Source: an optimization exercise on an open RTL-to-GDS flow (aim: small area). Production flows keep margins and buffers that such runs may drop. In this exercise RTL edits were held to simulation tests only and were not proved equivalent to the original.

==> 06-23 <==
==> flow/design.v <==
module sdp_ff8 (
    input  logic       clk,
    input  logic [7:0] d,
    output logic [7:0] q
);
    always_ff @(posedge clk) begin
        q <= d;
    end
endmodule
module sdp_wr1 (
    input  logic m,
    input  logic mb,
    input  logic din,
    input  logic q,
    output logic d
);
    assign d = (m | q) & (mb | din);
endmodule
module sdp_aoi222 (
    input  logic a1, a2, b1, b2, c1, c2,
    output logic y
);
    assign y = ~((a1 & a2) | (b1 & b2) | (c1 & c2));
endmodule
module sdp_nand32 (
    input  logic [31:0] a,
    output logic        y
);
    assign y = ~&a;
endmodule
module memory_sdpram #(
    parameter logic [31:0] READ_RESET_VALUE = 32'hCAFE_0000
) (
    input  logic        clk,
    input  logic        rst_n,
    input  logic        ena,
    input  logic [3:0]  wea,
    input  logic [6:0]  addra,
    input  logic [31:0] dina,
    input  logic        enb,
    input  logic        regceb,
    input  logic [6:0]  addrb,
    output logic [31:0] doutb
);
    localparam int DEPTH = 96;
    localparam int NGRP  = DEPTH / 3;
    logic [31:0] mem_q [DEPTH];
    for (genvar w = 0; w < DEPTH; w++) begin : g_word
        logic [31:0] d;
        for (genvar l = 0; l < 4; l++) begin : g_lane
            logic m;
            logic mb;
            assign m  = ena && wea[l] && (addra == 7'(w));
            assign mb = !m;
            for (genvar i = 8*l; i < 8*l + 8; i++) begin : g_bit
                sdp_wr1 u_wr (
                    .m  (m),
                    .mb (mb),
                    .din(dina[i]),
                    .q  (mem_q[w][i]),
                    .d  (d[i])
                );
            end
            sdp_ff8 u_ff (
                .clk(clk),
                .d  (d[8*l +: 8]),
                .q  (mem_q[w][8*l +: 8])
            );
        end
    end
    logic [DEPTH-1:0] rd_sel;
    always_comb begin
        for (int w = 0; w < DEPTH; w++) begin
            rd_sel[w] = (addrb == 7'(w));
        end
    end
    logic [31:0] rd_word;
    for (genvar b = 0; b < 32; b++) begin : g_bit
        logic [NGRP-1:0] y;
        for (genvar g = 0; g < NGRP; g++) begin : g_grp
            sdp_aoi222 u_aoi (
                .a1(rd_sel[3*g]),     .a2(mem_q[3*g][b]),
                .b1(rd_sel[3*g + 1]), .b2(mem_q[3*g + 1][b]),
                .c1(rd_sel[3*g + 2]), .c2(mem_q[3*g + 2][b]),
                .y (y[g])
            );
        end
        sdp_nand32 u_or (.a(y), .y(rd_word[b]));
    end
    logic [31:0] r1_q;
    logic [31:0] r2_q;
    always_ff @(posedge clk or negedge rst_n) begin
        if (!rst_n) begin
            r1_q <= READ_RESET_VALUE;
        end else if (enb) begin
            r1_q <= rd_word;
        end
    end
    always_ff @(posedge clk or negedge rst_n) begin
        if (!rst_n) begin
            r2_q <= READ_RESET_VALUE;
        end else if (regceb) begin
            r2_q <= r1_q;
        end
    end
    assign doutb = r2_q;
endmodule
module sdpram_top (
    input  logic        clk,
    input  logic        rst_n,
    input  logic        ena,
    input  logic [3:0]  wea,
    input  logic [6:0]  addra,
    input  logic [31:0] dina,
    input  logic        enb,
    input  logic        regceb,
    input  logic [6:0]  addrb,
    output logic [31:0] doutb
);
    memory_sdpram #(
        .READ_RESET_VALUE(32'hCAFE_0000)
    ) u_mem (
        .clk   (clk),
        .rst_n (rst_n),
        .ena   (ena),
        .wea   (wea),
        .addra (addra),
        .dina  (dina),
        .enb   (enb),
        .regceb(regceb),
        .addrb (addrb),
        .doutb (doutb)
    );
endmodule
==> flow/run.sh <==
#!/bin/bash
# synth_recipe.tcl (not shown) runs the flow's synth.tcl, then flattens the netlist and writes it again
# the make line also repeats each setting of config.mk as NAME=value (left out here)
make -C /OpenROAD-flow-scripts/flow DESIGN_CONFIG=/design/flow/config.mk WORK_HOME=/design/flow/orfs CLKGATE_MAP_FILE= SYNTH_SCRIPT=/design/flow/synth_recipe.tcl finish
==> flow/config.mk <==
export PLATFORM = sky130hd
export DESIGN_NAME = sdpram_top
export DESIGN_NICKNAME = sdpram_top
export VERILOG_FILES = /design/flow/design.v
export SDC_FILE = /design/flow/constraint.sdc
export NUM_CORES = 4
export LEC_CHECK = 0
export CAP_MARGIN = 20
export CORE_MARGIN = 2
export CORE_UTILIZATION = 40
export SLEW_MARGIN = 20
export SYNTH_HIERARCHICAL = 1
export SYNTH_MINIMUM_KEEP_SIZE = 0
==> flow/constraint.sdc <==
create_clock -name core_clock -period 3.5 [get_ports {clk}]
set_input_delay 0.7000 -clock core_clock [delete_from_list [all_inputs] [get_ports {clk}]]
set_output_delay 0.7000 -clock core_clock [all_outputs]
set_load 0.01 [all_outputs]
==> 06-19: changes against 06-23 <==
==> flow/design.v, changed modules only <==
module sdp_en1 (
    input  logic e,
    input  logic eb,
    input  logic d,
    input  logic q,
    output logic y
);
    assign y = (e | q) & (eb | d);
endmodule
module sdp_nor2 (
    input  logic a,
    input  logic b,
    output logic y
);
    assign y = ~(a | b);
endmodule
module sdp_nand2 (
    input  logic a,
    input  logic b,
    output logic y
);
    assign y = ~(a & b);
endmodule
module sdp_nand4 (
    input  logic [3:0] a,
    output logic       y
);
    assign y = ~&a;
endmodule
module sdp_rff0 (
    input  logic clk,
    input  logic rst_n,
    input  logic d,
    output logic q
);
    always_ff @(posedge clk or negedge rst_n) begin
        if (!rst_n) begin
            q <= 1'b0;
        end else begin
            q <= d;
        end
    end
endmodule
module sdp_rff1 (
    input  logic clk,
    input  logic rst_n,
    input  logic d,
    output logic q
);
    always_ff @(posedge clk or negedge rst_n) begin
        if (!rst_n) begin
            q <= 1'b1;
        end else begin
            q <= d;
        end
    end
endmodule
module memory_sdpram #(
    parameter logic [31:0] READ_RESET_VALUE = 32'hCAFE_0000
) (
    input  logic        clk,
    input  logic        rst_n,
    input  logic        ena,
    input  logic [3:0]  wea,
    input  logic [6:0]  addra,
    input  logic [31:0] dina,
    input  logic        enb,
    input  logic        regceb,
    input  logic [6:0]  addrb,
    output logic [31:0] doutb
);
    localparam int DEPTH = 96;
    localparam int NHI   = DEPTH / 8;
    localparam int NGRP  = DEPTH / 3;
    logic [NHI-1:0] wa_hi, wa_hi_n;    
    logic [7:0]     wa_lo [4];         
    logic [7:0]     wa_lo_n [4];
    logic [NHI-1:0] ra_hi_n;           
    logic [7:0]     ra_lo_n;
    always_comb begin
        for (int h = 0; h < NHI; h++) begin
            wa_hi[h]   = (addra[6:3] == 4'(h));
            wa_hi_n[h] = !wa_hi[h];
            ra_hi_n[h] = (addrb[6:3] != 4'(h));
        end
        for (int k = 0; k < 8; k++) begin
            for (int l = 0; l < 4; l++) begin
                wa_lo[l][k]   = ena && wea[l] && (addra[2:0] == 3'(k));
                wa_lo_n[l][k] = !wa_lo[l][k];
            end
            ra_lo_n[k] = (addrb[2:0] != 3'(k));
        end
    end
    logic [31:0]      mem_q [DEPTH];
    logic [3:0]       rd_sel [DEPTH];    
    for (genvar w = 0; w < DEPTH; w++) begin : g_word
        logic [31:0] d;
        for (genvar l = 0; l < 4; l++) begin : g_lane
            sdp_nor2 u_rsel (.a(ra_hi_n[w / 8]), .b(ra_lo_n[w % 8]), .y(rd_sel[w][l]));
            logic m;
            logic mb;
            sdp_nor2  u_m  (.a(wa_hi_n[w / 8]), .b(wa_lo_n[l][w % 8]), .y(m));
            sdp_nand2 u_mb (.a(wa_hi[w / 8]),   .b(wa_lo[l][w % 8]),   .y(mb));
            for (genvar i = 8*l; i < 8*l + 8; i++) begin : g_bit
                sdp_en1 u_wr (
                    .e (m),
                    .eb(mb),
                    .d (dina[i]),
                    .q (mem_q[w][i]),
                    .y (d[i])
                );
            end
            sdp_ff8 u_ff (
                .clk(clk),
                .d  (d[8*l +: 8]),
                .q  (mem_q[w][8*l +: 8])
            );
        end
    end
    logic [31:0] rd_word;
    for (genvar b = 0; b < 32; b++) begin : g_bit
        logic [NGRP-1:0] y;
        logic [7:0]      z;
        logic [3:0]      u;
        for (genvar g = 0; g < NGRP; g++) begin : g_grp
            sdp_aoi222 u_aoi (
                .a1(rd_sel[3*g][b / 8]),     .a2(mem_q[3*g][b]),
                .b1(rd_sel[3*g + 1][b / 8]), .b2(mem_q[3*g + 1][b]),
                .c1(rd_sel[3*g + 2][b / 8]), .c2(mem_q[3*g + 2][b]),
                .y (y[g])
            );
        end
        for (genvar k = 0; k < 8; k++) begin : g_z
            sdp_nand4 u_z (.a(y[4*k +: 4]), .y(z[k]));
        end
        for (genvar k = 0; k < 4; k++) begin : g_u
            sdp_nor2 u_u (.a(z[2*k]), .b(z[2*k + 1]), .y(u[k]));
        end
        sdp_nand4 u_rd (.a(u), .y(rd_word[b]));
    end
    logic        enb_n;
    logic        regceb_n;
    logic [31:0] r1_d, r1_q;
    logic [31:0] r2_d, r2_q;
    assign enb_n    = !enb;
    assign regceb_n = !regceb;
    for (genvar b = 0; b < 32; b++) begin : g_rreg
        sdp_en1 u_r1en (.e(enb),    .eb(enb_n),    .d(rd_word[b]), .q(r1_q[b]), .y(r1_d[b]));
        sdp_en1 u_r2en (.e(regceb), .eb(regceb_n), .d(r1_q[b]),    .q(r2_q[b]), .y(r2_d[b]));
        if (READ_RESET_VALUE[b]) begin : g_one
            sdp_rff1 u_r1 (.clk(clk), .rst_n(rst_n), .d(r1_d[b]), .q(r1_q[b]));
            sdp_rff1 u_r2 (.clk(clk), .rst_n(rst_n), .d(r2_d[b]), .q(r2_q[b]));
        end else begin : g_zero
            sdp_rff0 u_r1 (.clk(clk), .rst_n(rst_n), .d(r1_d[b]), .q(r1_q[b]));
            sdp_rff0 u_r2 (.clk(clk), .rst_n(rst_n), .d(r2_d[b]), .q(r2_q[b]));
        end
    end
    assign doutb = r2_q;
endmodule
// module sdp_wr1 removed
// module sdp_nand32 removed
--- a/flow/config.mk
+++ b/flow/config.mk
@@ -7,6 +7,12 @@
 export LEC_CHECK = 0
-export CAP_MARGIN = 20
+export CAP_MARGIN = 10
 export CORE_MARGIN = 2
-export CORE_UTILIZATION = 40
-export SLEW_MARGIN = 20
+export CORE_UTILIZATION = 60
+export CTS_BUF_LIST = sky130_fd_sc_hd__clkbuf_8
+export CTS_CLUSTER_DIAMETER = 100
+export CTS_CLUSTER_SIZE = 18
+export GPL_TIMING_DRIVEN = 0
+export PLACE_DENSITY = 0.75
+export SETUP_SLACK_MARGIN = 0.3
+export SLEW_MARGIN = 10
 export SYNTH_HIERARCHICAL = 1
==> run summary <==
* Status: complete, but fails checks
* SO Faults: negative setup slack
* H-tree Lvls at 5
* # setup viols final at 1
* TNS Setup at -0.01726 ns
* Final worst setup slack at -0.01726 ns
* HP Start: dina[10]
* Final min period at roughly 3.5 ns
# the run above: 06-23

==> run summary <==
* TNS Setup at 0 ns
* Inst Count DP at 11600
* # setup viols final at 0
* Skew-Pair Late Insertion Delay at 1.06 ns
* H-tree Lvls at 4
* Status: finished clean
# the run above: 06-19

[port drivers added, routing unchanged]
In the flow no input, the clock included, has a driving cell. The finished layouts below were timed again as built, in two steps. Step 1 assumes that a clkbuf_16 drives the clock port and a buf_2 every other input. Step 2 times the ports against the registers' clock, not the clock port: input delays grow and output delays shrink by t, the midpoint of the rising clock arrivals with the driver on. a / b / c = ideal / step 1 / step 2; a / b = the first two.
run | shift t [ns] | slack for setup (ns) | latest minus earliest clock arrival (ns)
06-23 | 1.026 | -0.017 / 0.003 / -1.023 | 0.088 / 0.089
06-19 | 1.114 | 0.259 / 0.243 / -0.871 | 0.051 / 0.052
Met with ideal ports but missed after step 2: setup timing in 06-19. For 06-19, which loses most, drivers alone change the setup slack by -0.016 ns; drivers and shift together by -1.130 ns.
